Background: an optimization exercise with open tools, aiming at small area, a short achievable clock period and few clock cycles per item. Do not read the settings as production practice. The RTL was checked by simulation tests, not by an equivalence proof against the original design. No activity file was given, so power comes from the tool's default toggle rates.

Setup of job 2432:
Design cpu_top, start of the top module:
module cpu_top #(
    parameter int inst_addr_w = 8
) (
    input  wire                     clk,
    input  wire                     rst_n,
    input  wire [data_w-1:0]        inst_rdata,
    input  wire [data_w-1:0]        data_rdata,
    output logic [inst_addr_w-1:0]  inst_addr,
    output logic [data_addr_w-1:0]  data_addr,
    output logic [data_w-1:0]       data_wdata,
    output logic                    data_we,
    output logic                    io_stall
);
Size in the first run: ~68 I/O pins.
==> flow/config.mk <==
export PLATFORM = sky130hd
export DESIGN_NAME = cpu_top
export DESIGN_NICKNAME = cpu_top
export VERILOG_FILES = /design/flow/design.v
export SDC_FILE = /design/flow/constraint.sdc
export NUM_CORES = 4
export LEC_CHECK = 0
export CAP_MARGIN = 20
export CORE_MARGIN = 2
export CORE_UTILIZATION = 60
export CTS_CLUSTER_DIAMETER = 100
export CTS_CLUSTER_SIZE = 24
export SLEW_MARGIN = 20
==> flow/constraint.sdc <==
create_clock -name core_clock -period 10.0 [get_ports {clk}]
set_input_delay 2.0000 -clock core_clock [delete_from_list [all_inputs] [get_ports {clk}]]
set_output_delay 2.0000 -clock core_clock [all_outputs]
set_load 0.01 [all_outputs]
standard.sh (not shown) runs the stock make flow with config.mk's settings and CLKGATE_MAP_FILE= SYNTH_SCRIPT=/design/flow/synth_recipe.tcl, a recipe that flattens the netlist after the stock synthesis.
==> flow/flow/run.sh <==
#!/bin/bash
# Standard layout with two changes:
# - timing repair aims below the clock period: the repair steps treat any
#   path with less than SETUP_SLACK_MARGIN ns of slack as failing, so they
#   keep improving the worst path past the 10 ns constraint (TNS_END_PERCENT
#   0: only the worst path, which sets the achieved period);
# - the port buffers are plain buf_2 cells rather than the delay cell that
#   buffer_ports picks by default.
cp standard.sh standard.sh.txt
cp config.mk config.mk.txt
export SETUP_SLACK_MARGIN=6.7
export TNS_END_PERCENT=0
export BUFFER_PORTS_ARGS="-buffer_cell sky130_fd_sc_hd__buf_2"
bash standard.sh > standard.log 2>&1
Job 2432: PASS, flow complete, no timing, DRC or antenna violations
Testbench counts of job 2432, summed over its fixed seeds: cycles 60,777, instrs 50,571.
diff inputs: job 2432 => job 6694
==> flow/flow/run.sh <==
#!/bin/bash
# Standard layout, with timing repair aiming below the clock period: the
# repair steps treat any path with less than SETUP_SLACK_MARGIN ns of slack
# as failing, so they keep improving the paths past the 10 ns constraint.
cp standard.sh standard.sh.txt
cp config.mk config.mk.txt
export SETUP_SLACK_MARGIN=7
export TNS_END_PERCENT=0
bash standard.sh > standard.log 2>&1
--- a/flow/config.mk
+++ b/flow/config.mk
@@ -9,5 +9,3 @@
 export CORE_MARGIN = 2
-export CORE_UTILIZATION = 60
-export CTS_CLUSTER_DIAMETER = 100
-export CTS_CLUSTER_SIZE = 24
+export CORE_UTILIZATION = 40
 export SLEW_MARGIN = 20
==> comparison <==
Taking job 2432 as the reference, in job 6694 count of filler cells inserted in the layout picked up an extra 2,178; net switching power now larger; number of non-clock inverters now sits at about the same level.
The lower number of cell instances on the worst register-to-register path came out of job 2432.
Job 6694 vs job 2432, count of placed standard cells including taps went up by 8.9%.
Going from job 2432 to job 6694, total wire length after detailed routing increased about 6.6%; effective utilization at floorplan decreased 20 points.
Critical path depth delta for job 6694 relative to job 2432: 7 lower
#### Input delta (job 6664 over job 6694)
==> flow/flow/run.sh <==
#!/bin/bash
# Standard layout with two changes:
# - timing repair aims below the clock period: the repair steps treat any
#   path with less than SETUP_SLACK_MARGIN ns of slack as failing, so they
#   keep improving the worst path past the 10 ns constraint (TNS_END_PERCENT
#   0: only the worst path, which sets the achieved period);
# - the port buffers are plain buf_2 cells rather than the delay cell that
#   buffer_ports picks by default.
cp standard.sh standard.sh.txt
cp config.mk config.mk.txt
export SETUP_SLACK_MARGIN=7
export TNS_END_PERCENT=0
export BUFFER_PORTS_ARGS="-buffer_cell sky130_fd_sc_hd__buf_2"
bash standard.sh > standard.log 2>&1
--- outcome ---
Job 6664 | status: complete | timing, DRC, antenna: pass. Job 6664 vs job 6694: synthesis-to-layout area growth down. Compare job 6694 and job 6664 | total routing usage reported by global routing lower: job 6664. Looking at critical path endpoint, the u_pc_unit.pc[0]$_DFFE_PN0P_ result is from job 6694; the e_addr[7]$_DFF_P_ one comes from job 6664. Job 6664 against job 6694: setup slack saw a decrease; register-to-register slack decreased by 60 ps relative to the old numbers; via count of the routed design went down; area of the multi-input gates went down about 1.5%; shortest period the worst path allows +26 ps. Diff job 6694 -> job 6664: sequential power comparable, wire length reported by the detailed router now smaller. Highest layer used for signal routing = met5: job 6664; highest layer used for signal routing = met4: job 6694.
The following lists how job 8361 was set up differently from job 6664:
--- a/flow/flow/run.sh
+++ b/flow/flow/run.sh
@@ -10,3 +10,3 @@
 cp config.mk config.mk.txt
-export SETUP_SLACK_MARGIN=7
+export SETUP_SLACK_MARGIN=6.4
 export TNS_END_PERCENT=0
--- a/flow/config.mk
+++ b/flow/config.mk
@@ -9,3 +9,5 @@
 export CORE_MARGIN = 2
-export CORE_UTILIZATION = 40
+export CORE_UTILIZATION = 60
+export CTS_CLUSTER_DIAMETER = 100
+export CTS_CLUSTER_SIZE = 24
 export SLEW_MARGIN = 20
[summary]
Cell with the largest stage delay on the worst path = sky130_fd_sc_hd__edfxtp_1: job 8361; cell with the largest stage delay on the worst path = sky130_fd_sc_hd__nor4_1: job 6664. Total power draw, job 8361 vs job 6664: down by more than 10%. Re combinational fraction of design power: job 8361 and job 6664 aren't equal, and the lower value belongs to job 6664. Job 8361 — area of the multi-input gates about 0.8% lower, job 6664 as reference. Job 6664 has lower overall global routing resource usage than job 8361. Basic-gate share of the synthesized area counting and, or, nand and nor cells: job 8361 vs job 6664 identical. In the metrics for job 8361 and job 6664, the one carrying the lower worst setup slack after layout is job 8361. Cell class with the largest area share: flip-flops and latches -> job 8361, multi-input gates -> job 6664. Looking at top metal layer carrying routed signals, the met5 result is from job 6664; the met4 one comes from job 8361. Vertical die dimension shrinks by more than 10% when moving from job 6664 to job 8361. On job 8361: post-route fraction of the period consumed by the critical path is 0.26 points higher than what job 6664 gave. Compared with job 6664, job 8361 shows design area lower by 6.4%. Sequential share of power was higher in the run labelled job 8361.
[inputs] job 9214 vs job 8361
--- a/flow/flow/run.sh
+++ b/flow/flow/run.sh
@@ -10,3 +10,3 @@
 cp config.mk config.mk.txt
-export SETUP_SLACK_MARGIN=6.4
+export SETUP_SLACK_MARGIN=6.5
 export TNS_END_PERCENT=0
==> summary.txt <==
- Job 9214 and job 8361 ended up with nearly the same worst hold slack.
- Job 8361 has a lower cell count of the worst reg-to-reg path than job 9214.
- Comparing job 9214 against job 8361, there is no change at all in number of tap instances.
- | minimum setup slack in the final design | lower: job 8361 |
- | count of TritonRoute iterations in the first routing pass | lower: job 9214 |
- Against job 8361, job 9214 comes in 1800 um higher on wire length.
- [job 9214] final-layout non-clock buffer area share rose 1.6 points relative to job 8361
- Power after layout (job 9214 vs. job 8361) increases slightly

[separate check: timing with driven ports]
In the flow no input, the clock included, has a driving cell. The finished layouts below were timed again as built, in two steps. Step 1 assumes that a clkbuf_16 drives the clock port and a buf_2 every other input. Step 2 adds t to the input delays and takes it off the output delays; t is the mean of the earliest and latest rising clock arrival at the registers after step 1. Input paths then give back, and output paths get back, about the clock's delay inside the block. Three values: ideal ports, drivers, drivers and shift; two values: the first two.
| run | t (ns) | setup WS [ns] | hold slack, ns | clock arrival spread, ns | worst data-port slew with drivers (ns) |
|---|---|---|---|---|---|
| job 2432 | 0.635 | 6.403 / 6.403 / 5.854 | 0.335 / 0.335 / 0.335 | 0.042 / 0.041 | 0.04 |
| job 6694 | 0.633 | 6.408 / 6.370 / 5.806 | 0.327 / 0.327 / 0.327 | 0.021 / 0.021 | 0.05 |
| job 6664 | 0.647 | 6.383 / 6.383 / 5.855 | 0.328 / 0.328 / 0.328 | 0.024 / 0.024 | 0.05 |
| job 8361 | 0.631 | 6.357 / 6.357 / 5.808 | 0.335 / 0.335 / 0.335 | 0.044 / 0.045 | 0.04 |
| job 9214 | 0.627 | 6.388 / 6.399 / 5.788 | 0.335 / 0.335 / 0.335 | 0.040 / 0.040 | 0.04 |
After both steps setup and hold are still met in every run listed. The setup slack of job 6694, which loses most, moves by -0.038 ns with the drivers and by -0.602 ns with both steps.
